Context: an optimization exercise on an open-source flow, tuned for small area, a short achievable clock period and few clock cycles per item. The choices shown serve that exercise and are no tape-out recipe.
Only simulation tests tie the RTL to the original design; equivalence was not proved.

==> flow/design.v, too long to show whole: its modules and the start of the top module <==
// module fbg_mul_s: 246 lines
// module fbg_mul_y: 492 lines
// module fbg_mul_n: 583 lines
// module fbg_div_est: 400 lines
// module fbg_div_fix: 441 lines
// module fbg_add_s: 163 lines
// module fbg_enc13: 28 lines
// module fbg_enc9n: 22 lines
// module fbg_enc10s: 22 lines
// module fbg_add_n: 208 lines
// module fbg_add_t: 99 lines
// module fbg_add_q: 63 lines
// module fbg_add_r: 208 lines
// module four_corner_bilinear_gradient_unit: 330 lines
module four_corner_bilinear_gradient_unit (
	input  logic              clk,
	input  logic              arst_n,
	input  logic              cfg_we,
	input  logic [2:0]        cfg_index,
	input  logic [fbg_pkg::ColorW-1:0] cfg_data,
	input  logic              in_valid,
	output logic              in_stall,
	input  logic [fbg_pkg::CoordW-1:0] pixel_x,
	input  logic [fbg_pkg::CoordW-1:0] pixel_y,
	output logic              out_valid,
	input  logic              out_stall,
	output logic [fbg_pkg::ChanW-1:0]  red,
	output logic [fbg_pkg::ChanW-1:0]  green,
	output logic [fbg_pkg::ChanW-1:0]  blue
);
  // ...
==> flow/run.sh <==
#!/bin/bash
# synth_recipe.tcl (not shown) runs the flow's synth.tcl, then flattens the netlist and writes it again
# the make line also repeats each setting of config.mk as NAME=value (left out here)
make -C /OpenROAD-flow-scripts/flow DESIGN_CONFIG=/design/flow/config.mk WORK_HOME=/design/flow/orfs CLKGATE_MAP_FILE= SYNTH_SCRIPT=/design/flow/synth_recipe.tcl finish
==> flow/config.mk <==
export PLATFORM = sky130hd
export DESIGN_NAME = four_corner_bilinear_gradient_unit
export DESIGN_NICKNAME = four_corner_bilinear_gradient_unit
export VERILOG_FILES = /design/flow/design.v
export SDC_FILE = /design/flow/constraint.sdc
export NUM_CORES = 4
export LEC_CHECK = 0
export CAP_MARGIN = 20
export CORE_MARGIN = 2
export CORE_UTILIZATION = 55
export PLACE_DENSITY = 0.65
export SETUP_SLACK_MARGIN = 4.6
export SLEW_MARGIN = 20
==> flow/constraint.sdc <==
create_clock -name core_clock -period 9.0 [get_ports {clk}]
set_input_delay 1.8000 -clock core_clock [delete_from_list [all_inputs] [get_ports {clk}]]
set_output_delay 1.8000 -clock core_clock [all_outputs]
set_load 0.01 [all_outputs]
==> run notes, run 1 <==
status no timing/DRC/antenna violations; most frequent cells in the layout 2,407 x inv_1, 1,623 x fa_1, 1,578 x a22oi_1; cts bufs inserted 243; gr busiest metal met2; Hold Startpoint q7_q[1]$_DFF_P_; Seq cells roughly 2.2k; Clock Sinks 2,227; Crit path top cell by count fa_1; die height ~540 µm; non-filler cells in the finished layout 18.6k; max incr delay on CP 750 ps; area of the multi-input gates 0.0956 mm²; Final min period between 4000 and 5000 ps; Synth async-reset ratio 0.0718; Leading cell kind multi-input combinational cells; largest family of logic cells by synthesized area adder cells; largest net degree at the start of global routing 122; max-slew violations 0; number of flip-flops in the largest register 240; nature of the critical path startpoint register; bufs w/o clock between 200 and 300; ranking of synthesized cells by area fa_1 20%, dfxtp_1 19%, edfxtp_1 10%; grt total ovfl 0; setup bufs post-CTS 0; Synth Area in Adders 0.286; GRT met3 Usage 0.0729
Testbench counts, summed over its fixed seeds: cycles 17,664, items 16,384.
==> module four_corner_bilinear_gradient_unit, before the edit <==
module four_corner_bilinear_gradient_unit (
	input  logic              clk,
	input  logic              arst_n,
	input  logic              cfg_we,
	input  logic [2:0]        cfg_index,
	input  logic [fbg_pkg::ColorW-1:0] cfg_data,
	input  logic              in_valid,
	output logic              in_stall,
	input  logic [fbg_pkg::CoordW-1:0] pixel_x,
	input  logic [fbg_pkg::CoordW-1:0] pixel_y,
	output logic              out_valid,
	input  logic              out_stall,
	output logic [fbg_pkg::ChanW-1:0]  red,
	output logic [fbg_pkg::ChanW-1:0]  green,
	output logic [fbg_pkg::ChanW-1:0]  blue
);
	localparam int NC = fbg_pkg::NumChan;
	localparam int CW = fbg_pkg::ChanW;
	localparam int XW = fbg_pkg::NormW;
	localparam int SW = fbg_pkg::SideW;
	localparam int NW = fbg_pkg::NumW;
	localparam int AW = fbg_pkg::AreaW;
	localparam int TW = fbg_pkg::TopW;
	localparam int IW = fbg_pkg::InvW;
	localparam int QW = fbg_pkg::QuoW;
	localparam int RW = fbg_pkg::RemW;
	logic [fbg_pkg::DimW-1:0] width_q, height_q;
	logic [fbg_pkg::ColorW-1:0] tl_q, tr_q, bl_q, br_q;
	always_ff @(posedge clk or negedge arst_n) begin
		if (!arst_n) begin
			width_q <= fbg_pkg::DimW'(1024);
			height_q <= fbg_pkg::DimW'(768);
			tl_q <= '0;
			tr_q <= '0;
			bl_q <= '0;
			br_q <= '0;
		end else if (cfg_we) begin
			unique case (cfg_index)
				fbg_pkg::REG_WIDTH: width_q <= cfg_data[fbg_pkg::DimW-1:0];
				fbg_pkg::REG_HEIGHT: height_q <= cfg_data[fbg_pkg::DimW-1:0];
				fbg_pkg::REG_TOP_LEFT: tl_q <= cfg_data;
				fbg_pkg::REG_TOP_RIGHT: tr_q <= cfg_data;
				fbg_pkg::REG_BOTTOM_LEFT: bl_q <= cfg_data;
				fbg_pkg::REG_BOTTOM_RIGHT: br_q <= cfg_data;
				default: ;
			endcase
		end
	end
	logic [fbg_pkg::DimW-1:0] wc, hc;
	logic [3:0] sw, sh;
	logic [XW-1:0] wn, hn;
	always_comb begin
		priority if (width_q == '0) wc = fbg_pkg::DimW'(1);
		else if (width_q > fbg_pkg::DimW'(fbg_pkg::MaxDim)) wc = fbg_pkg::DimW'(fbg_pkg::MaxDim);
		else wc = width_q;
		priority if (height_q == '0) hc = fbg_pkg::DimW'(1);
		else if (height_q > fbg_pkg::DimW'(fbg_pkg::MaxDim)) hc = fbg_pkg::DimW'(fbg_pkg::MaxDim);
		else hc = height_q;
		sw = 4'd12;
		sh = 4'd12;
		for (int i = 0; i < XW; i++) begin
			if (wc[i]) sw = 4'(XW - 1 - i);
			if (hc[i]) sh = 4'(XW - 1 - i);
		end
		wn = wc << sw;
		hn = hc << sh;
	end
	logic [3:0] sw_q, sh_q;
	logic [XW:0] wn_q, hn_q;    
	logic [fbg_pkg::DimW-1:0] wc_q, hc_q;
	logic [fbg_pkg::CoordW-1:0] wm1_q, hm1_q;
	always_ff @(posedge clk) begin
		sw_q <= sw;
		sh_q <= sh;
		wn_q <= {1'b0, wn};
		hn_q <= {1'b0, hn};
		wc_q <= wc;
		hc_q <= hc;
		wm1_q <= 12'(wc - 13'd1);
		hm1_q <= 12'(hc - 13'd1);
	end
	logic [NC-1:0][8:0] dx, dy;    
	logic [NC-1:0][9:0] kk;        
	always_comb begin
		for (int c = 0; c < NC; c++) begin
			dx[c] = {1'b0, br_q[c*CW +: CW]} - {1'b0, bl_q[c*CW +: CW]};
			dy[c] = {1'b0, tl_q[c*CW +: CW]} - {1'b0, bl_q[c*CW +: CW]};
			kk[c] = {2'b0, tr_q[c*CW +: CW]} - {2'b0, tl_q[c*CW +: CW]}
				- {2'b0, br_q[c*CW +: CW]} + {2'b0, bl_q[c*CW +: CW]};
		end
	end
	logic wr_size;
	assign wr_size = cfg_we && (cfg_index == fbg_pkg::REG_WIDTH || cfg_index == fbg_pkg::REG_HEIGHT);
	localparam logic [1:0] D_IDLE = 2'd0, D_MUL = 2'd1, D_DIV = 2'd2;
	logic [1:0] dst_q;
	logic [3:0] dcnt_q;
	logic [AW-1:0] area_q;
	logic [IW-1:0] inv_q;
	logic [AW:0] drem_q;
	logic [AW:0] drem_sub;
	logic dge;
	logic [XW-1:0] dsh_q;    
	always_comb begin
		drem_sub = drem_q - {1'b0, acc_q};
		dge = !drem_sub[AW];
	end
	always_ff @(posedge clk or negedge arst_n) begin
		if (!arst_n) begin
			dst_q <= D_MUL;
			dcnt_q <= 4'd14;
		end else if (wr_size) begin
			dst_q <= D_MUL;
			dcnt_q <= 4'd14;
		end else if (dst_q != D_IDLE) begin
			dcnt_q <= dcnt_q - 4'd1;
			if (dcnt_q == 4'd0) begin
				dst_q <= (dst_q == D_MUL) ? D_DIV : D_IDLE;
				dcnt_q <= 4'd12;
			end
		end
	end
	logic [AW-1:0] acc_q;
	always_ff @(posedge clk) begin
		unique case (dst_q)
			D_MUL: begin
				if (dcnt_q == 4'd14) acc_q <= '0;
				else if (dcnt_q == 4'd13) dsh_q <= hn_q[XW-1:0];
				else begin
					dsh_q <= {dsh_q[XW-2:0], 1'b0};
					acc_q <= {acc_q[AW-2:0], 1'b0} + (dsh_q[XW-1] ? AW'(wn_q[XW-1:0]) : AW'(0));
				end
				drem_q <= (AW+1)'(1) << 24;
			end
			D_DIV: begin
				area_q <= acc_q;
				inv_q <= {inv_q[IW-2:0], dge};
				drem_q <= {(dge ? drem_sub[AW-1:0] : drem_q[AW-1:0]), 1'b0};
			end
			default: ;
		endcase
	end
	logic cbusy_q;
	logic [3:0] ccnt_q;
	logic [NC-1:0][SW-1:0] c1_q, c2_q;
	logic [NC-1:0][9:0] k_q;
	logic [NC-1:0][8:0] dx_q, dy_q;
	logic [XW-1:0] chsh_q, cwsh_q;    
	always_ff @(posedge clk or negedge arst_n) begin
		if (!arst_n) begin
			cbusy_q <= 1'b1;
			ccnt_q <= 4'd14;
		end else if (cfg_we) begin
			cbusy_q <= 1'b1;
			ccnt_q <= 4'd14;
		end else if (cbusy_q) begin
			cbusy_q <= (ccnt_q != 4'd0);
			ccnt_q <= ccnt_q - 4'd1;
		end
	end
	always_ff @(posedge clk) begin
		dx_q <= dx;
		dy_q <= dy;
		if (cbusy_q) begin
			k_q <= kk;
			if (ccnt_q == 4'd14) begin
				c1_q <= '0;
				c2_q <= '0;
			end else if (ccnt_q == 4'd13) begin
				chsh_q <= hn_q[XW-1:0];
				cwsh_q <= wn_q[XW-1:0];
			end else begin
				chsh_q <= {chsh_q[XW-2:0], 1'b0};
				cwsh_q <= {cwsh_q[XW-2:0], 1'b0};
				for (int c = 0; c < NC; c++) begin
					c1_q[c] <= {c1_q[c][SW-2:0], 1'b0} + (chsh_q[XW-1] ? {{(SW-9){dx_q[c][8]}}, dx_q[c]} : SW'(0));
					c2_q[c] <= {c2_q[c][SW-2:0], 1'b0} + (cwsh_q[XW-1] ? {{(SW-9){dy_q[c][8]}}, dy_q[c]} : SW'(0));
				end
			end
		end
	end
	logic [NC-1:0][4:0] k_one_q, k_two_q, k_neg_q, k_one, k_two, k_neg;
	logic [6:0] inv_one_q, inv_two_q, inv_neg_q, inv_one, inv_two, inv_neg;
	for (genvar c = 0; c < NC; c++) begin : g_ek
		fbg_enc10s u_ek (.b(k_q[c]), .one(k_one[c]), .two(k_two[c]), .neg(k_neg[c]));
	end
	fbg_enc13 u_ei (.b(inv_q), .one(inv_one), .two(inv_two), .neg(inv_neg));
	always_ff @(posedge clk) begin
		k_one_q <= k_one;
		k_two_q <= k_two;
		k_neg_q <= k_neg;
		inv_one_q <= inv_one;
		inv_two_q <= inv_two;
		inv_neg_q <= inv_neg;
	end
	localparam int FD = 11;
	logic busy, stall_q, acc, dlv;
	logic cbusy_nx, dbusy_nx;
	logic [3:0] cnt_q, cnt_nx;
	assign busy = cbusy_q || (dst_q != D_IDLE);
	assign in_stall = stall_q;
	assign cbusy_nx = cfg_we || (cbusy_q && ccnt_q != 4'd0);
	assign dbusy_nx = wr_size || (dst_q != D_IDLE && !(dst_q == D_DIV && dcnt_q == 4'd0));
	assign acc = in_valid && !in_stall;
	assign dlv = out_valid && !out_stall;
	always_comb begin
		cnt_nx = cnt_q;
		if (acc && !dlv) cnt_nx = cnt_q + 4'd1;
		else if (!acc && dlv) cnt_nx = cnt_q - 4'd1;
	end
	logic [fbg_pkg::CoordW-1:0] x0_q, y0_q;
	logic [fbg_pkg::CoordW-1:0] xc, yc;
	logic [XW-1:0] x1_q, y1_q;
	always_comb begin
		xc = ({1'b0, x0_q} >= wc_q) ? wm1_q : x0_q;
		yc = ({1'b0, y0_q} >= hc_q) ? hm1_q : y0_q;
	end
	logic [XW-1:0] x2_q;
	logic [6:0] y_one, y_two, y_neg, y2_one, y2_two, y2_neg;
	logic [6:0] x_one, x_two, x_neg, x3_one, x3_two, x3_neg;
	logic [NC-1:0][4:0] q_one, q_two, q_neg, q7_one, q7_two, q7_neg;
	logic [NC-1:0][SW-1:0] ss_nx, sc_nx, ss2_q, sc2_q, s_nx, s3_q;
	logic [NC-1:0][NW-1:0] ys_nx, yc_nx, ys3_q, yc3_q;
	logic [NC-1:0][RW-1:0] ns_nx, nc_nx, ns4_q, nc4_q, n_nx, n5_q, n6_q, n7_q;
	logic [NC-1:0][TW-1:0] ts_nx, tc_nx, ts4_q, tc4_q, t_nx, t5_q;
	logic [NC-1:0][QW-1:0] es_nx, ec_nx, es6_q, ec6_q;
	logic [NC-1:0] ci_nx, ci6_q;
	logic [NC-1:0][QW-1:0] q_nx;
	logic [NC-1:0][RW-1:0] rs_nx, rc_nx, rs8_q, rc8_q;
	logic [NC-1:0][CW-1:0] q7_q, q8_q;
	logic [NC-1:0] r_neg;
	logic [NC-1:0][CW-1:0] res;
	fbg_enc13 u_ey (.b(y1_q), .one(y_one), .two(y_two), .neg(y_neg));
	fbg_enc13 u_ex (.b(x2_q), .one(x_one), .two(x_two), .neg(x_neg));
	for (genvar c = 0; c < NC; c++) begin : g_ch
		logic [CW-1:0] base0, base1;
		fbg_mul_s u_s (.k_one(k_one_q[c]), .k_two(k_two_q[c]), .k_neg(k_neg_q[c]), .y(y1_q), .c1(c1_q[c]), .ss(ss_nx[c]), .sc(sc_nx[c]));
		fbg_add_s u_sa (.a(ss2_q[c]), .b(sc2_q[c]), .s(s_nx[c]));
		fbg_mul_y u_y (.y_one(y2_one), .y_two(y2_two), .y_neg(y2_neg), .c2(c2_q[c]), .d(area_q), .ys(ys_nx[c]), .yc(yc_nx[c]));
		fbg_mul_n u_n (.x_one(x3_one), .x_two(x3_two), .x_neg(x3_neg), .s(s3_q[c]), .ys(ys3_q[c]), .yc(yc3_q[c]),
			.ns(ns_nx[c]), .nc(nc_nx[c]), .ts(ts_nx[c]), .tc(tc_nx[c]));
		fbg_add_t u_ta (.a(ts4_q[c]), .b(tc4_q[c]), .s(t_nx[c]));
		fbg_add_n u_na (.a(ns4_q[c]), .b(nc4_q[c]), .s(n_nx[c]));
		fbg_div_est u_est (.t(t5_q[c]), .inv_one(inv_one_q), .inv_two(inv_two_q), .inv_neg(inv_neg_q), .es(es_nx[c]), .ec(ec_nx[c]), .ci(ci_nx[c]));
		fbg_add_q u_qa (.a(es6_q[c]), .b(ec6_q[c]), .ci(ci6_q[c]), .s(q_nx[c]));
		fbg_enc9n u_eq (.b(q_nx[c]), .one(q_one[c]), .two(q_two[c]), .neg(q_neg[c]));
		fbg_div_fix u_fix (.n(n7_q[c]), .q_one(q7_one[c]), .q_two(q7_two[c]), .q_neg(q7_neg[c]), .d(area_q),
			.rs(rs_nx[c]), .rc(rc_nx[c]));
		fbg_add_r u_ra (.a(rs8_q[c]), .b(rc8_q[c]), .s(r_neg[c]));
		assign base0 = bl_q[c*CW +: CW] + q8_q[c];
		assign base1 = bl_q[c*CW +: CW] + q8_q[c] + CW'(1);
		assign res[c] = r_neg[c] ? base0 : base1;
	end
	logic [8:0] v_q;
	localparam int FM = FD - 1;
	logic [FM-1:0][NC*CW-1:0] mem_q;
	logic [3:0] wp_q, rp_q, fill_q;
	logic ov_q;
	logic [NC*CW-1:0] out_q;
	logic take, from_mem, to_mem;
	assign take = !ov_q || !out_stall;
	assign from_mem = take && (fill_q != 4'd0);
	assign to_mem = v_q[8] && (!take || fill_q != 4'd0);
	always_ff @(posedge clk or negedge arst_n) begin
		if (!arst_n) begin
			v_q <= '0;
			cnt_q <= '0;
			stall_q <= 1'b1;
			wp_q <= '0;
			rp_q <= '0;
			fill_q <= '0;
			ov_q <= 1'b0;
		end else begin
			v_q <= {v_q[7:0], acc};
			cnt_q <= cnt_nx;
			stall_q <= cbusy_nx || dbusy_nx || (cnt_nx >= 4'(FD));
			if (to_mem) wp_q <= (wp_q == 4'(FM - 1)) ? '0 : wp_q + 4'd1;
			if (from_mem) rp_q <= (rp_q == 4'(FM - 1)) ? '0 : rp_q + 4'd1;
			if (to_mem && !from_mem) fill_q <= fill_q + 4'd1;
			else if (!to_mem && from_mem) fill_q <= fill_q - 4'd1;
			if (take) ov_q <= from_mem || v_q[8];
		end
	end
	always_ff @(posedge clk) begin
		if (from_mem) out_q <= mem_q[rp_q];
		else if (take) out_q <= res;
		for (int i = 0; i < FM; i++) begin
			if (v_q[8] && wp_q == 4'(i)) mem_q[i] <= res;
		end
	end
	always_ff @(posedge clk) begin
		x0_q <= pixel_x;
		y0_q <= pixel_y;
			x1_q <= XW'(xc) << sw_q;
			y1_q <= XW'(yc) << sh_q;
			x2_q <= x1_q;
			y2_one <= y_one;
			y2_two <= y_two;
			y2_neg <= y_neg;
			ss2_q <= ss_nx;
			sc2_q <= sc_nx;
			x3_one <= x_one;
			x3_two <= x_two;
			x3_neg <= x_neg;
			s3_q <= s_nx;
			ys3_q <= ys_nx;
			yc3_q <= yc_nx;
			ns4_q <= ns_nx;
			nc4_q <= nc_nx;
			ts4_q <= ts_nx;
			tc4_q <= tc_nx;
			t5_q <= t_nx;
			n5_q <= n_nx;
			es6_q <= es_nx;
			ec6_q <= ec_nx;
			ci6_q <= ci_nx;
			n6_q <= n5_q;
			for (int c = 0; c < NC; c++) q7_q[c] <= q_nx[c][CW-1:0];
			q7_one <= q_one;
			q7_two <= q_two;
			q7_neg <= q_neg;
			n7_q <= n6_q;
			rs8_q <= rs_nx;
			rc8_q <= rc_nx;
			q8_q <= q7_q;
	end
	assign out_valid = ov_q;
	assign red = out_q[23:16];
	assign green = out_q[15:8];
	assign blue = out_q[7:0];
endmodule
==> run 2: changes to the inputs <==
--- a/flow/design.v
+++ b/flow/design.v
@@ -3090,44 +3090,44 @@
 	end
 	logic wr_size;
 	assign wr_size = cfg_we && (cfg_index == fbg_pkg::REG_WIDTH || cfg_index == fbg_pkg::REG_HEIGHT);
-	localparam logic [1:0] D_IDLE = 2'd0, D_MUL = 2'd1, D_DIV = 2'd2;
+	localparam logic [1:0] D_IDLE = 2'd0, D_PASS = 2'd1, D_DIV = 2'd2;
 	logic [1:0] dst_q;
 	logic [3:0] dcnt_q;
-	logic [AW-1:0] area_q;
+	logic [AW-1:0] area_q, acc_q;
 	logic [IW-1:0] inv_q;
 	logic [AW:0] drem_q;
 	logic [AW:0] drem_sub;
 	logic dge;
-	logic [XW-1:0] dsh_q;    
+	logic d_pass_y, d_pass_x;
+	assign d_pass_y = (dst_q == D_PASS) && (dcnt_q == 4'd3);
+	assign d_pass_x = (dst_q == D_PASS) && (dcnt_q == 4'd4);
 	always_comb begin
 		drem_sub = drem_q - {1'b0, acc_q};
 		dge = !drem_sub[AW];
 	end
 	always_ff @(posedge clk or negedge arst_n) begin
 		if (!arst_n) begin
-			dst_q <= D_MUL;
-			dcnt_q <= 4'd14;
+			dst_q <= D_PASS;
+			dcnt_q <= 4'd1;
 		end else if (wr_size) begin
-			dst_q <= D_MUL;
-			dcnt_q <= 4'd14;
-		end else if (dst_q != D_IDLE) begin
-			dcnt_q <= dcnt_q - 4'd1;
-			if (dcnt_q == 4'd0) begin
-				dst_q <= (dst_q == D_MUL) ? D_DIV : D_IDLE;
+			dst_q <= D_PASS;
+			dcnt_q <= 4'd1;
+		end else if (dst_q == D_PASS) begin
+			dcnt_q <= dcnt_q + 4'd1;
+			if (dcnt_q == 4'd6) begin
+				dst_q <= D_DIV;
 				dcnt_q <= 4'd12;
 			end
+		end else if (dst_q == D_DIV) begin
+			dcnt_q <= dcnt_q - 4'd1;
+			if (dcnt_q == 4'd0) dst_q <= D_IDLE;
 		end
 	end
-	logic [AW-1:0] acc_q;
 	always_ff @(posedge clk) begin
 		unique case (dst_q)
-			D_MUL: begin
-				if (dcnt_q == 4'd14) acc_q <= '0;
-				else if (dcnt_q == 4'd13) dsh_q <= hn_q[XW-1:0];
-				else begin
-					dsh_q <= {dsh_q[XW-2:0], 1'b0};
-					acc_q <= {acc_q[AW-2:0], 1'b0} + (dsh_q[XW-1] ? AW'(wn_q[XW-1:0]) : AW'(0));
-				end
+			D_PASS: begin
+				if (d_pass_y) area_q <= '0;
+				if (dcnt_q == 4'd6) acc_q <= n_nx[0][AW-1:0];
 				drem_q <= (AW+1)'(1) << 24;
 			end
 			D_DIV: begin
@@ -3138,49 +3138,31 @@
 			default: ;
 		endcase
 	end
-	logic cbusy_q;
-	logic [3:0] ccnt_q;
-	logic [NC-1:0][SW-1:0] c1_q, c2_q;
-	logic [NC-1:0][9:0] k_q;
-	logic [NC-1:0][8:0] dx_q, dy_q;
-	logic [XW-1:0] chsh_q, cwsh_q;    
+	logic [2:0] cph_q, cph_nx;
+	logic [NC-1:0][SW-1:0] c1_q, c2_q, c1_in;
+	logic [NC-1:0][9:0] k_src;
+	logic c1_zero;
+	always_comb begin
+		if (cfg_we) cph_nx = 3'd1;
+		else if (cph_q == 3'd5 || cph_q == 3'd0) cph_nx = 3'd0;
+		else cph_nx = cph_q + 3'd1;
+	end
 	always_ff @(posedge clk or negedge arst_n) begin
-		if (!arst_n) begin
-			cbusy_q <= 1'b1;
-			ccnt_q <= 4'd14;
-		end else if (cfg_we) begin
-			cbusy_q <= 1'b1;
-			ccnt_q <= 4'd14;
-		end else if (cbusy_q) begin
-			cbusy_q <= (ccnt_q != 4'd0);
-			ccnt_q <= ccnt_q - 4'd1;
-		end
+		if (!arst_n) cph_q <= 3'd1;
+		else cph_q <= cph_nx;
 	end
-	always_ff @(posedge clk) begin
-		dx_q <= dx;
-		dy_q <= dy;
-		if (cbusy_q) begin
-			k_q <= kk;
-			if (ccnt_q == 4'd14) begin
-				c1_q <= '0;
-				c2_q <= '0;
-			end else if (ccnt_q == 4'd13) begin
-				chsh_q <= hn_q[XW-1:0];
-				cwsh_q <= wn_q[XW-1:0];
-			end else begin
-				chsh_q <= {chsh_q[XW-2:0], 1'b0};
-				cwsh_q <= {cwsh_q[XW-2:0], 1'b0};
-				for (int c = 0; c < NC; c++) begin
-					c1_q[c] <= {c1_q[c][SW-2:0], 1'b0} + (chsh_q[XW-1] ? {{(SW-9){dx_q[c][8]}}, dx_q[c]} : SW'(0));
-					c2_q[c] <= {c2_q[c][SW-2:0], 1'b0} + (cwsh_q[XW-1] ? {{(SW-9){dy_q[c][8]}}, dy_q[c]} : SW'(0));
-				end
-			end
+	assign c1_zero = (cph_q == 3'd3) || (cph_q == 3'd4);
+	always_comb begin
+		for (int c = 0; c < NC; c++) begin
+			k_src[c] = (cph_q == 3'd2) ? {dx[c][8], dx[c]}
+				: (cph_q == 3'd3) ? {dy[c][8], dy[c]} : kk[c];
+			c1_in[c] = c1_zero ? SW'(0) : c1_q[c];
 		end
 	end
 	logic [NC-1:0][4:0] k_one_q, k_two_q, k_neg_q, k_one, k_two, k_neg;
 	logic [6:0] inv_one_q, inv_two_q, inv_neg_q, inv_one, inv_two, inv_neg;
 	for (genvar c = 0; c < NC; c++) begin : g_ek
-		fbg_enc10s u_ek (.b(k_q[c]), .one(k_one[c]), .two(k_two[c]), .neg(k_neg[c]));
+		fbg_enc10s u_ek (.b(k_src[c]), .one(k_one[c]), .two(k_two[c]), .neg(k_neg[c]));
 	end
 	fbg_enc13 u_ei (.b(inv_q), .one(inv_one), .two(inv_two), .neg(inv_neg));
 	always_ff @(posedge clk) begin
@@ -3195,9 +3177,9 @@
 	logic busy, stall_q, acc, dlv;
 	logic cbusy_nx, dbusy_nx;
 	logic [3:0] cnt_q, cnt_nx;
-	assign busy = cbusy_q || (dst_q != D_IDLE);
+	assign busy = (cph_q != 3'd0) || (dst_q != D_IDLE);
 	assign in_stall = stall_q;
-	assign cbusy_nx = cfg_we || (cbusy_q && ccnt_q != 4'd0);
+	assign cbusy_nx = (cph_nx != 3'd0);
 	assign dbusy_nx = wr_size || (dst_q != D_IDLE && !(dst_q == D_DIV && dcnt_q == 4'd0));
 	assign acc = in_valid && !in_stall;
 	assign dlv = out_valid && !out_stall;
@@ -3225,14 +3207,13 @@
 	logic [NC-1:0] ci_nx, ci6_q;
 	logic [NC-1:0][QW-1:0] q_nx;
 	logic [NC-1:0][RW-1:0] rs_nx, rc_nx, rs8_q, rc8_q;
-	logic [NC-1:0][CW-1:0] q7_q, q8_q;
+	logic [NC-1:0][CW-1:0] q7_q, b0_nx, b1_nx, b08_q, b18_q;
 	logic [NC-1:0] r_neg;
 	logic [NC-1:0][CW-1:0] res;
 	fbg_enc13 u_ey (.b(y1_q), .one(y_one), .two(y_two), .neg(y_neg));
 	fbg_enc13 u_ex (.b(x2_q), .one(x_one), .two(x_two), .neg(x_neg));
 	for (genvar c = 0; c < NC; c++) begin : g_ch
-		logic [CW-1:0] base0, base1;
-		fbg_mul_s u_s (.k_one(k_one_q[c]), .k_two(k_two_q[c]), .k_neg(k_neg_q[c]), .y(y1_q), .c1(c1_q[c]), .ss(ss_nx[c]), .sc(sc_nx[c]));
+		fbg_mul_s u_s (.k_one(k_one_q[c]), .k_two(k_two_q[c]), .k_neg(k_neg_q[c]), .y(y1_q), .c1(c1_in[c]), .ss(ss_nx[c]), .sc(sc_nx[c]));
 		fbg_add_s u_sa (.a(ss2_q[c]), .b(sc2_q[c]), .s(s_nx[c]));
 		fbg_mul_y u_y (.y_one(y2_one), .y_two(y2_two), .y_neg(y2_neg), .c2(c2_q[c]), .d(area_q), .ys(ys_nx[c]), .yc(yc_nx[c]));
 		fbg_mul_n u_n (.x_one(x3_one), .x_two(x3_two), .x_neg(x3_neg), .s(s3_q[c]), .ys(ys3_q[c]), .yc(yc3_q[c]),
@@ -3245,9 +3226,9 @@
 		fbg_div_fix u_fix (.n(n7_q[c]), .q_one(q7_one[c]), .q_two(q7_two[c]), .q_neg(q7_neg[c]), .d(area_q),
 			.rs(rs_nx[c]), .rc(rc_nx[c]));
 		fbg_add_r u_ra (.a(rs8_q[c]), .b(rc8_q[c]), .s(r_neg[c]));
-		assign base0 = bl_q[c*CW +: CW] + q8_q[c];
-		assign base1 = bl_q[c*CW +: CW] + q8_q[c] + CW'(1);
-		assign res[c] = r_neg[c] ? base0 : base1;
+		assign b0_nx[c] = bl_q[c*CW +: CW] + q7_q[c];
+		assign b1_nx[c] = bl_q[c*CW +: CW] + q7_q[c] + CW'(1);
+		assign res[c] = r_neg[c] ? b08_q[c] : b18_q[c];
 	end
 	logic [8:0] v_q;
 	localparam int FM = FD - 1;
@@ -3290,17 +3271,21 @@
 		x0_q <= pixel_x;
 		y0_q <= pixel_y;
 			x1_q <= XW'(xc) << sw_q;
-			y1_q <= XW'(yc) << sh_q;
+			y1_q <= (cph_q == 3'd2 || (dst_q == D_PASS && dcnt_q == 4'd2)) ? hn_q[XW-1:0]
+				: (cph_q == 3'd3) ? wn_q[XW-1:0] : XW'(yc) << sh_q;
 			x2_q <= x1_q;
 			y2_one <= y_one;
 			y2_two <= y_two;
 			y2_neg <= y_neg;
 			ss2_q <= ss_nx;
 			sc2_q <= sc_nx;
-			x3_one <= x_one;
-			x3_two <= x_two;
-			x3_neg <= x_neg;
+			x3_one <= d_pass_x ? '0 : x_one;
+			x3_two <= d_pass_x ? '0 : x_two;
+			x3_neg <= d_pass_x ? '0 : x_neg;
 			s3_q <= s_nx;
+			if (cph_q == 3'd4) c1_q <= s_nx;
+			if (cph_q == 3'd5) c2_q <= s_nx;
+			else if (d_pass_y) c2_q[0] <= SW'(wn_q[XW-1:0]);
 			ys3_q <= ys_nx;
 			yc3_q <= yc_nx;
 			ns4_q <= ns_nx;
@@ -3320,7 +3305,8 @@
 			n7_q <= n6_q;
 			rs8_q <= rs_nx;
 			rc8_q <= rc_nx;
-			q8_q <= q7_q;
+			b08_q <= b0_nx;
+			b18_q <= b1_nx;
 	end
 	assign out_valid = ov_q;
 	assign red = out_q[23:16];
==> run 2 against run 1 <==
Effect of this change:
- synthesized cell count is 5.5% lower
- routed wire length up 1.0%
- die area down 4.9%
- maximum frequency is 1.1% lower
- cell count decreased by 5.7%
- critical endpoint is now rs8_q[63]$_DFF_P_
- core utilization up 0.060 points
- first-iteration DRC count is 2.9% higher
- worst setup slack worse by 47 ps
- hold slack better by 4.3 ps
==> run notes, run 2 <==
die footprint 0.279 mm²; CP Class reg -> reg; ranking of synthesized cells by area fa_1 21%, dfxtp_1 20%, edfxtp_1 9.7%; Synth Flop Type dfxtp_1; Worst EP required 9820 ps; Final GP Congestion approximately 0.93; beginning of the critical path area_q[5]$_SDFFCE_PN0P_; Yosys cell types slightly below 90; RSZ-0062 raised after global routing true; Initial Util 0.553; first-pass GRT wire length slightly below 700,000 µm; Routed Antenna Nets 0; First-pass DRT Iterations 7; share of cells above drive strength 1 0.0676; worst-case clock buffer depth 4; Yosys reg bits 2,126; Hold Startpoint n6_q[32]$_DFF_P_; setup_tns 0 ps; final hold violation count 0; fin util 0.595; # rows 192; setup slack after layout around 4700 ps; final instance area 0.163 mm²; CTS root buf clkbuf_16; Yosys top cell area share 0.214; die height 529 µm (-2.5%); clock latency on the worst-skew pair 940 ps; CTS tree done; antenna violations before repair 43; Final setup viols 0; Synth async-reset ratio 0.0743 (+0.00247); number of buffers added on ports between 80 and 90; fin nets 16.3k; CTS HTree Levels 4; grt total ovfl 0 (unchanged); most flop-heavy register mem_q; Avg Cell Area, Syn approximately 11 µm²; total wire length between 400,000 and 500,000 µm; Final period util 0.482; list of most frequent post-synthesis cells 2,387 x inv_1, 1,616 x fa_1, 1,562 x a22oi_1; Top Ports 82; vias in the first global route about 110k; Layout area overhead 7.61%; nature of the critical path startpoint register; status no timing/DRC/antenna violations; largest net degree at the start of global routing 97 (-20%); most common cell in the netlist inv_1; biggest regs mem_q x240, ys3_q x103, yc3_q x100; Core Footprint 0.274 mm²; critical path arrival 5160 ps; die width approximately 530 µm; Slew @ Worst Pin between 1000 and 1500 ps; post-synthesis sequential area ratio 0.319; yosys synthesis warning count 1; Post-synth EDFFs 487; cts bufs inserted 229 (-5.8%); DR vias about 100k; dpl hpwl 313,000 µm; Worst R2R Start area_q[5]$_SDFFCE_PN0P_; Critical Path Fanout Max 31; GRT Overall Usage 0.323; cell taking the most area after synthesis fa_1; post-place setup slack 4290 ps; most frequent cells in the layout 2,382 x inv_1, 1,616 x fa_1, 1,562 x a22oi_1; CP endpoint kind register; relative slew slack 0.186; initial DRC count 10.8k; max-slew violations 0 (unchanged); WL per Instance 25.6 µm; Fill cells 22.6k; Fin Clk Skew 99.2 ps; max-cap check violation count 0; most common cell after layout, fill and taps aside inv_1; Hold Path Class reg -> reg; cell count after synthesis 14.2k; Vias/cell ~6.0; placement-stage cell area 0.155 mm²; number of flip-flops in the largest register 240 (unchanged); Clock Sinks 2,126 (-4.5%); # DRC 0; Final min period 4340 ps (+47.5 ps); post-synthesis cell area 0.151 mm²; Max Freq 0.230 GHz; Worst-path clk slew 70 ps
## run 2: area by class of cell
type / instances / area [µm²] / share of cell area
well taps: 3589 / 4490 / 0.0276
flip-flops and latches: 2126 / 48400 / 0.297
diodes: 13 / 32.5 / 0.000200
multi-input cells: 8727 / 90700 / 0.557
inverters: 2396 / 8990 / 0.0552
repair buffers: 266 / 2260 / 0.0139
clock inverters: 145 / 1670 / 0.0102
clock buffers: 284 / 6320 / 0.0388
## run 2: path summary, 6_finish.rpt
kind / endpoint / slack, ps / cells after the start
max reg2reg: rs8_q[63]$_DFF_P_ / 4660 / 10
min: n7_q[32]$_DFF_P_ / 310 / 0
min in group asynchronous: width_q[7]$_DFFE_PN0P_ / 1010 / 1
max in group asynchronous: rp_q[0]$_DFFE_PN0P_ / 6530 / 2
min reg2reg: n7_q[32]$_DFF_P_ / 310 / 0
max: rs8_q[63]$_DFF_P_ / 4660 / 10
## run 2: repair_timing
| item | CTS | global route |
|---|---|---|
| cloned | 0 | 0 |
| resized for setup | 1 | 43 |
| buffers inserted | 1 | 9 |
| hold buffers | 0 | 0 |
| setup endpoints to repair | 4 | 34 |
| pin swaps | 0 | 7 |
## run 2: per-stage QoR
stage	cells	hold slack [ps]
2_1_floorplan	14200	310
3_3_place_gp	17100	312
3_5_place_dp	17100	312
4_1_cts	17500	289
5_1_grt	17500	312
6_report	17500	308
## run 2: metal layers
layer / up-vias / track usage / share of wire
li1: 45600 / - / -
met1: 52700 / 0.433 / 0.40
met2: 5392 / 0.492 / 0.44
met3: 1113 / 0.0792 / 0.11
met4: 30 / 0.152 / 0.052
met5: - / 0 / 0.00047
## run 2: kinds of logic (layout without fill, tap and decap cells)
| group | after synthesis | count (layout) | share of synthesized area |
|---|---|---|---|
| xor gates and xnor gates | 1984 | 1984 | 0.115 |
| buffers and inverters | 3376 | 3091 | 0.0840 |
| muxes | 305 | 305 | 0.0271 |
| adders and majority gates | 2531 | 2531 | 0.289 |
| other | 2 | 17 | 0.0000496 |
| DFF | 2126 | 2126 | 0.319 |
| and+or+nand+nor | 1253 | 1253 | 0.0404 |
| AOI/OAI and AO/OA | 2650 | 2650 | 0.125 |
## run 2: critical path, stage by stage, from the launching register on
cell and delay, ps:
edfxtp_1 1130, buf_4 560, a22oi_1 180, xor2_1 220
fa_1 490, inv_1 50, fa_1 500, inv_1 60
fa_1 540, inv_1 60, fa_1 440
Testbench counts of run 2, summed over its fixed seeds: cycles 17,376, items 16,384.
==> run 3: changes to the inputs <==
--- a/flow/design.v
+++ b/flow/design.v
@@ -3065,14 +3065,14 @@
 		hn = hc << sh;
 	end
 	logic [3:0] sw_q, sh_q;
-	logic [XW:0] wn_q, hn_q;    
+	logic [XW-1:0] wn_q, hn_q;
 	logic [fbg_pkg::DimW-1:0] wc_q, hc_q;
 	logic [fbg_pkg::CoordW-1:0] wm1_q, hm1_q;
 	always_ff @(posedge clk) begin
 		sw_q <= sw;
 		sh_q <= sh;
-		wn_q <= {1'b0, wn};
-		hn_q <= {1'b0, hn};
+		wn_q <= wn;
+		hn_q <= hn;
 		wc_q <= wc;
 		hc_q <= hc;
 		wm1_q <= 12'(wc - 13'd1);
@@ -3271,8 +3271,8 @@
 		x0_q <= pixel_x;
 		y0_q <= pixel_y;
 			x1_q <= XW'(xc) << sw_q;
-			y1_q <= (cph_q == 3'd2 || (dst_q == D_PASS && dcnt_q == 4'd2)) ? hn_q[XW-1:0]
-				: (cph_q == 3'd3) ? wn_q[XW-1:0] : XW'(yc) << sh_q;
+			y1_q <= (cph_q == 3'd2 || (dst_q == D_PASS && dcnt_q == 4'd2)) ? hn_q
+				: (cph_q == 3'd3) ? wn_q : XW'(yc) << sh_q;
 			x2_q <= x1_q;
 			y2_one <= y_one;
 			y2_two <= y_two;
@@ -3285,7 +3285,7 @@
 			s3_q <= s_nx;
 			if (cph_q == 3'd4) c1_q <= s_nx;
 			if (cph_q == 3'd5) c2_q <= s_nx;
-			else if (d_pass_y) c2_q[0] <= SW'(wn_q[XW-1:0]);
+			else if (d_pass_y) c2_q[0] <= SW'(wn_q);
 			ys3_q <= ys_nx;
 			yc3_q <= yc_nx;
 			ns4_q <= ns_nx;
--- a/flow/config.mk
+++ b/flow/config.mk
@@ -9,5 +9,5 @@
 export CORE_MARGIN = 2
 export CORE_UTILIZATION = 55
 export PLACE_DENSITY = 0.65
-export SETUP_SLACK_MARGIN = 4.6
+export SETUP_SLACK_MARGIN = 4.8
 export SLEW_MARGIN = 20
==> run 3 against run 2 <==
Effect of this change:
- core utilization is 0.12 points higher
- synthesized cell count stayed put
- die area stayed put
- first-iteration DRC count is 6.3% higher
- count of clock-buffer cells in the layout is 38 higher
==> run notes, run 3 <==
status no timing/DRC/antenna violations; setup_tns 0 ps (unchanged); Avg Cell Area, Syn 10.6 µm² (about the same); Fill cells 22.4k (-0.99%); Fin Clk Skew 113 ps (+13.8 ps); hold worst-path end n6_q[28]$_DFF_P_; Clock Sinks 2,126 (unchanged); Synth async-reset ratio 0.0743 (unchanged); Initial Util 0.553 (about the same); Final min period 4140 ps (-199 ps); CTS HTree Levels 4 (unchanged); grt total ovfl 0 (unchanged); Hold Startpoint n5_q[28]$_DFF_P_; Worst R2R Start tl_q[16]$_DFFE_PN0P_; worst r2r path cells 15 (+5); initial DRC count 11.5k (+6.3%); GRT met3 Usage 0.0795 (+0.000299); Hold Path Class reg -> reg; Final setup viols 0 (unchanged); cell taking the most area after synthesis fa_1; # DRC 0 (unchanged); most frequent cells in the layout 2,383 x inv_1, 1,613 x fa_1, 1,562 x a22oi_1; Routed Antenna Nets 0 (unchanged); nature of the critical path startpoint register; GR Util met1 0.434 (+0.000962); Layout area overhead 7.83%; Synth Flop Type dfxtp_1; ranking of synthesized cells by area fa_1 21%, dfxtp_1 20%, edfxtp_1 9.7%; Vias/cell 5.99 (+0.25%); number of buffers added on ports 81 (unchanged); relative slew slack 0.148 (-0.0380); DR vias 105k (+0.26%); number of flip-flops in the largest register 240 (unchanged); # rows 192 (unchanged); post-synthesis cell area 0.151 mm² (about the same); Post-synth EDFFs 487 (unchanged); most flop-heavy register mem_q; die footprint 0.279 mm² (unchanged); Final GP Congestion 0.931 (-0.24%); Slew @ Worst Pin 1280 ps (+55.3 ps); CTS tree done; Yosys top cell area share 0.214 (about the same); setup slack after layout 4860 ps (+199 ps); critical path arrival 4990 ps (-170 ps); # hold bufs at CTS 0 (unchanged); total wire length 450,000 µm (+0.15%); largest family of logic cells by synthesized area adder cells; antenna violations before repair 41 (-4.7%); post-place setup slack 4300 ps (+12.1 ps); die width 529 µm (unchanged); share of cells above drive strength 1 0.0701 (+0.00252); fin util 0.596 (+0.00119); Reg2Reg Setup Slack 4860 ps (+200 ps); Final period util 0.460 (-0.0222); post-synthesis sequential area ratio 0.319 (about the same); most common cell after layout, fill and taps aside inv_1; dpl hpwl 314,000 µm (+0.29%); first-pass GRT wire length 684,000 µm (about the same); mux share of post-synthesis cell area 0.0271 (about the same); WL per Instance 25.7 µm (+0.13%); biggest regs mem_q x240, ys3_q x103, yc3_q x100; list of most frequent post-synthesis cells 2,387 x inv_1, 1,616 x fa_1, 1,562 x a22oi_1; CP endpoint kind register; First-pass DRT Iterations 8 (+1); XOR/XNOR share of the synthesized area 0.115 (about the same); clock latency on the worst-skew pair 980 ps (+40 ps); final hold violation count 0 (unchanged); max-slew violations 0 (unchanged); die height 529 µm (unchanged); largest net degree at the start of global routing 99 (+2.1%); post-synthesis compound-gate area fraction 0.125 (about the same); cell count after synthesis 14.2k (unchanged); Synth Area in Adders 0.289 (about the same); Worst EP required 9850 ps (+30 ps); Yosys reg bits 2,126 (unchanged); max-cap check violation count 0 (unchanged); M2 GR Usage 0.492 (about the same); Critical Path Fanout Max 2 (-94%); cts bufs inserted 232 (+1.3%); worst-case clock buffer depth 4 (unchanged); post-synthesis simple-gate area fraction 0.0404 (about the same); RSZ-0062 raised after global routing true; yosys synthesis warning count 1 (unchanged); Max Freq 0.241 GHz (+4.8%); Hold Crit Depth 0 (unchanged); fin nets 16.3k (+0.031%); gr busiest metal met2; GRT Overall Usage 0.323 (about the same); CTS root buf clkbuf_16; vias in the first global route 111k (-0.48%); Top Ports 82 (unchanged); Yosys cell types 89 (unchanged); RR Endpoint k_two_q[14]$_DFF_P_; CP Class reg -> reg; final instance area 0.163 mm² (+0.20%); placement-stage cell area 0.154 mm² (about the same); most common cell in the netlist inv_1; Core Footprint 0.274 mm² (unchanged); Worst-path clk slew 70 ps (about the same)
run 3: logic make-up after synthesis:
family | Yosys count
xor+xnor | 1984
simple gates | 1253
other cells | 2
compound gates | 2650
mux | 305
buf+inv | 3376
flops | 2126
fa+ha+maj | 2531
run 3: worst max path at each step:
stage                                   end                  from  cells after the start
global placement     width_q[8]$_DFFE_PN0P_                cfg_we                      4
floorplan                  ci6_q[1]$_DFF_P_  inv_neg_q[1]$_DFF_P_                     13
CTS                     k_one_q[14]$_DFF_P_  tl_q[17]$_DFFE_PN0P_                     18
detailed placement  width_q[11]$_DFFE_PN0P_                cfg_we                      4
finish                  k_two_q[14]$_DFF_P_  tl_q[16]$_DFFE_PN0P_                     15
global route            k_neg_q[14]$_DFF_P_  tl_q[16]$_DFFE_PN0P_                     17
run 3: worst max-delay path: stages (launching register included):
cell       delay (ps)
dfrtp_1           390
ha_1              240
fa_2              530
inv_1              50
fa_1              480
ha_1              300
a21o_1            170
a21oi_2           180
o21bai_1          140
a2111oi_4         470
nor4_4             90
nor3_1            210
a31oi_1            90
buf_4             200
or3_1             370
a21oi_1           140
run 3: area by class of cell:
| type | instances | area [µm²] | share of cell area |
|---|---|---|---|
| repair buffers | 268 | 2410 | 0.0147 |
| clock inverters | 104 | 1140 | 0.00696 |
| well taps | 3589 | 4490 | 0.0275 |
| multi-input cells | 8727 | 90900 | 0.557 |
| clock buffers | 322 | 6800 | 0.0417 |
| diodes | 17 | 42.5 | 0.000261 |
| flip-flops and latches | 2126 | 48400 | 0.297 |
| inverters | 2396 | 8990 | 0.0551 |
run 3: metrics by stage:
step | instances | hold WS, ps
after floorplan | 14200 | 310
after global placement | 17100 | 313
after detailed placement | 17100 | 312
after CTS | 17500 | 251
after global routing | 17500 | 294
final | 17500 | 274
run 3: routing by layer:
metal | wire, µm | vias to the layer above
met4 | 22800 | 18
met3 | 47500 | 1131
met2 | 196000 | 5359
met5 | 116 | -
li1 | - | 45600
met1 | 183000 | 53000
run 3: timing repair:
action / 4_1_cts / 5_1_grt
setup buffers: 12 / 5
setup endpoints to repair: 106 / 120
gates resized for setup: 23 / 112
cloned: 0 / 0
pin swaps: 2 / 15
Testbench counts of run 3, summed over its fixed seeds: cycles 17,376, items 16,384.
==> run 4: changes to the inputs <==
--- a/flow/config.mk
+++ b/flow/config.mk
@@ -9,5 +9,5 @@
 export CORE_MARGIN = 2
 export CORE_UTILIZATION = 55
 export PLACE_DENSITY = 0.65
-export SETUP_SLACK_MARGIN = 4.8
+export SETUP_SLACK_MARGIN = 5.0
 export SLEW_MARGIN = 20
==> run 4 against run 3 <==
Effect of this change:
- still clean on timing, DRC and antenna
- via count up 0.33%
- cell count up 0.43%
- global-route usage up 0.064 points
- critical endpoint is now ci6_q[1]$_DFF_P_
- highest routed layer unchanged
==> run notes, run 4 <==
status no timing/DRC/antenna violations; CP bufs+invs 1 (-1); Yosys top cell area share 0.214 (unchanged); Critical Path Slowest Stage Cell fa_1; Routed Antenna Nets 0 (unchanged); critical path arrival 4820 ps (-170 ps); cts bufs inserted 234 (+0.86%); # rows 192 (unchanged); Final period util 0.448 (-0.0118); # hold bufs at CTS 0 (unchanged); Hold Path Class reg -> reg; first-pass GRT wire length 685,000 µm (about the same); Placed Cells 17.1k (+0.029%); Yosys cell types 89 (unchanged); cell family with most CP delay adder cells; most flop-heavy register mem_q; most common cell in the netlist inv_1; worst-case clock buffer depth 4 (unchanged); cell taking the most area after synthesis fa_1; die width 529 µm (unchanged); vias in the first global route 110k (-0.27%); Initial Util 0.553 (unchanged); max incr delay on CP 600 ps (+70 ps); CTS tree done; Final min period 4030 ps (-107 ps); grt total ovfl 0 (unchanged); RSZ-0062 raised after global routing true; Clock Sinks 2,126 (unchanged); die footprint 0.279 mm² (unchanged); WL per Instance 25.8 µm (+0.66%); Hold Crit Depth 0 (unchanged); ranking of synthesized cells by area fa_1 21%, dfxtp_1 20%, edfxtp_1 9.7%; largest net degree at the start of global routing 95 (-4.0%); final hold violation count 0 (unchanged); Worst EP required 9790 ps (-60 ps); total wire length 455,000 µm (+1.1%); First-pass DRT Iterations 8 (unchanged); max-cap check violation count 0 (unchanged); yosys synthesis warning count 1 (unchanged); Synth async-reset ratio 0.0743 (unchanged); antenna violations before repair 32 (-22%); Core Footprint 0.274 mm² (unchanged); max-slew violations 0 (unchanged); share of cells above drive strength 1 0.0818 (+0.0117); non-filler cells in the finished layout 17.6k (+0.43%); DR vias 105k (+0.33%); Top Ports 82 (unchanged); post-synthesis sequential area ratio 0.319 (unchanged); most common cell after layout, fill and taps aside inv_1; number of flip-flops in the largest register 240 (unchanged); worst r2r path cells 11 (-4); WP depth 11 (-4); CTS root buf clkbuf_16; CTS HTree Levels 4 (unchanged); Max Freq 0.248 GHz (+2.6%); clock latency on the worst-skew pair 940 ps (-40 ps); biggest regs mem_q x240, ys3_q x103, yc3_q x100; CP Cell Sequence a22oi_2 > xor2_1 > fa_1 > fa_1 > inv_1 > fa_1 > fa_1 > ha_1 > or3_1 > o21ai_1 > a21oi_1; post-synthesis cell area 0.151 mm² (unchanged); Crit path top cell by count fa_1; Yosys reg bits 2,126 (unchanged); CP endpoint kind register; GRT Overall Usage 0.323 (+0.000641); Worst-path clk slew 70 ps (about the same); Vias/cell 5.98 (-0.11%); Layout area overhead 8.94%; CP Class reg -> reg; die height 529 µm (unchanged); list of most frequent post-synthesis cells 2,387 x inv_1, 1,616 x fa_1, 1,562 x a22oi_1; Slew @ Worst Pin 1270 ps (-9.36 ps); Critical Path Fanout Max 14 (+12); cell count after synthesis 14.2k (unchanged); # DRC 0 (unchanged); Post-synth EDFFs 487 (unchanged); dpl hpwl 316,000 µm (+0.74%); number of buffers added on ports 81 (unchanged); Final GP Congestion 0.939 (+0.95%); relative slew slack 0.153 (+0.00454); most frequent cells in the layout 2,378 x inv_1, 1,612 x fa_1, 1,553 x a22oi_1; Synth Flop Type dfxtp_1; setup_tns 0 ps (unchanged); Avg Cell Area, Syn 10.6 µm² (unchanged); fin nets 16.4k (+0.36%); initial DRC count 11.5k (+0.0087%); nature of the critical path startpoint register; Final setup viols 0 (unchanged); fin util 0.602 (+0.00617); Fin Clk Skew 85.1 ps (-27.9 ps)
==> run 4: cell counts after synthesis <==
No cell type changed its count.
==> run 4: final cells by class <==
cell class                      instances  area (µm²)
Clock buffer                          303        6600
Fill cell                           22200      109000
Clock inverter                        139        1590
Sequential cell                      2126       48500
Tap cell                             3589        4490
Inverter                             2396        9000
Timing Repair Buffer                  325        3370
Antenna cell                           20        50.0
Multi-Input combinational cell       8727       91300
==> run 4: path summary, 6_finish.rpt <==
path	to	from	slack [ps]
setup / recovery	ci6_q[1]$_DFF_P_	t5_q[22]$_DFF_P_	4970
hold / removal	n7_q[23]$_DFF_P_	n6_q[23]$_DFF_P_	310
setup reg to reg	ci6_q[1]$_DFF_P_	t5_q[22]$_DFF_P_	4970
hold reg to reg	n7_q[23]$_DFF_P_	n6_q[23]$_DFF_P_	310
max in group asynchronous	rp_q[0]$_DFFE_PN0P_	arst_n	6470
min in group asynchronous	width_q[5]$_DFFE_PN0P_	arst_n	1000
==> run 4: cells by family (layout without fill, tap and decap cells) <==
logic type	after synthesis	after routing	synth area share
AO/OA/AOI/OAI	2650	2650	0.125
XOR/XNOR	1984	1984	0.115
adder cells (fa/ha/maj)	2531	2531	0.289
buffers and inverters	3376	3163	0.0840
flip-flops	2126	2126	0.319
multiplexers	305	305	0.0271
other	2	24	0.0000496
AND/OR/NAND/NOR	1253	1253	0.0404
==> run 4: repair_timing <==
action	CTS	global route
cloned	0	12
setup buffers	22	35
endpoints found under the setup margin	291	166
pin swaps	14	86
resized for setup	123	223
==> run 4: stage by stage <==
| stage | hold slack [ps] | cell area, µm² | setup WS [ps] |
|---|---|---|---|
| floorplan | 310 | 151000 | 5000 |
| global placement | 311 | 154000 | 4460 |
| detailed placement | 312 | 154000 | 4370 |
| CTS | 301 | 163000 | 4900 |
| global route | 310 | 165000 | 4770 |
| finish | 314 | 165000 | 4970 |
==> run 4: layer usage <==
metal / GRT usage / vias up / wire (µm)
li1: - / 45800 / -
met1: 0.431 / 53100 / 185000
met2: 0.492 / 5425 / 198000
met4: 0.150 / 12 / 23300
met5: 0 / - / 81
met3: 0.0851 / 1139 / 48600

[afterwards: timing with drivers on the ports]
The flow's constraints put no driver on any port. The routed layouts listed below were extracted and timed again, unchanged, in two steps.
Step 1 assumes that a clkbuf_16 drives the clock port and a buf_2 every other input.
Step 2 also shifts input and output timing later by t, the mid clock arrival at the registers, as if the neighbouring blocks saw the same clock.
Slacks: no drivers / after step 1 / after step 2; pairs: no drivers / after step 1.
run	t (ns)	setup WS [ns]	latest minus earliest clock arrival (ns)
run 1	1.011	4.707 / 4.707 / 4.707	0.100 / 0.100
run 2	1.002	4.660 / 4.660 / 4.270	0.125 / 0.124
run 3	1.021	4.859 / 4.859 / 4.472	0.135 / 0.134
run 4	1.010	4.966 / 4.966 / 4.536	0.097 / 0.097
After both steps setup and hold are still met in every run listed. The setup slack of run 4, which loses most, moves by 0.000 ns with the drivers and by -0.430 ns with both steps.
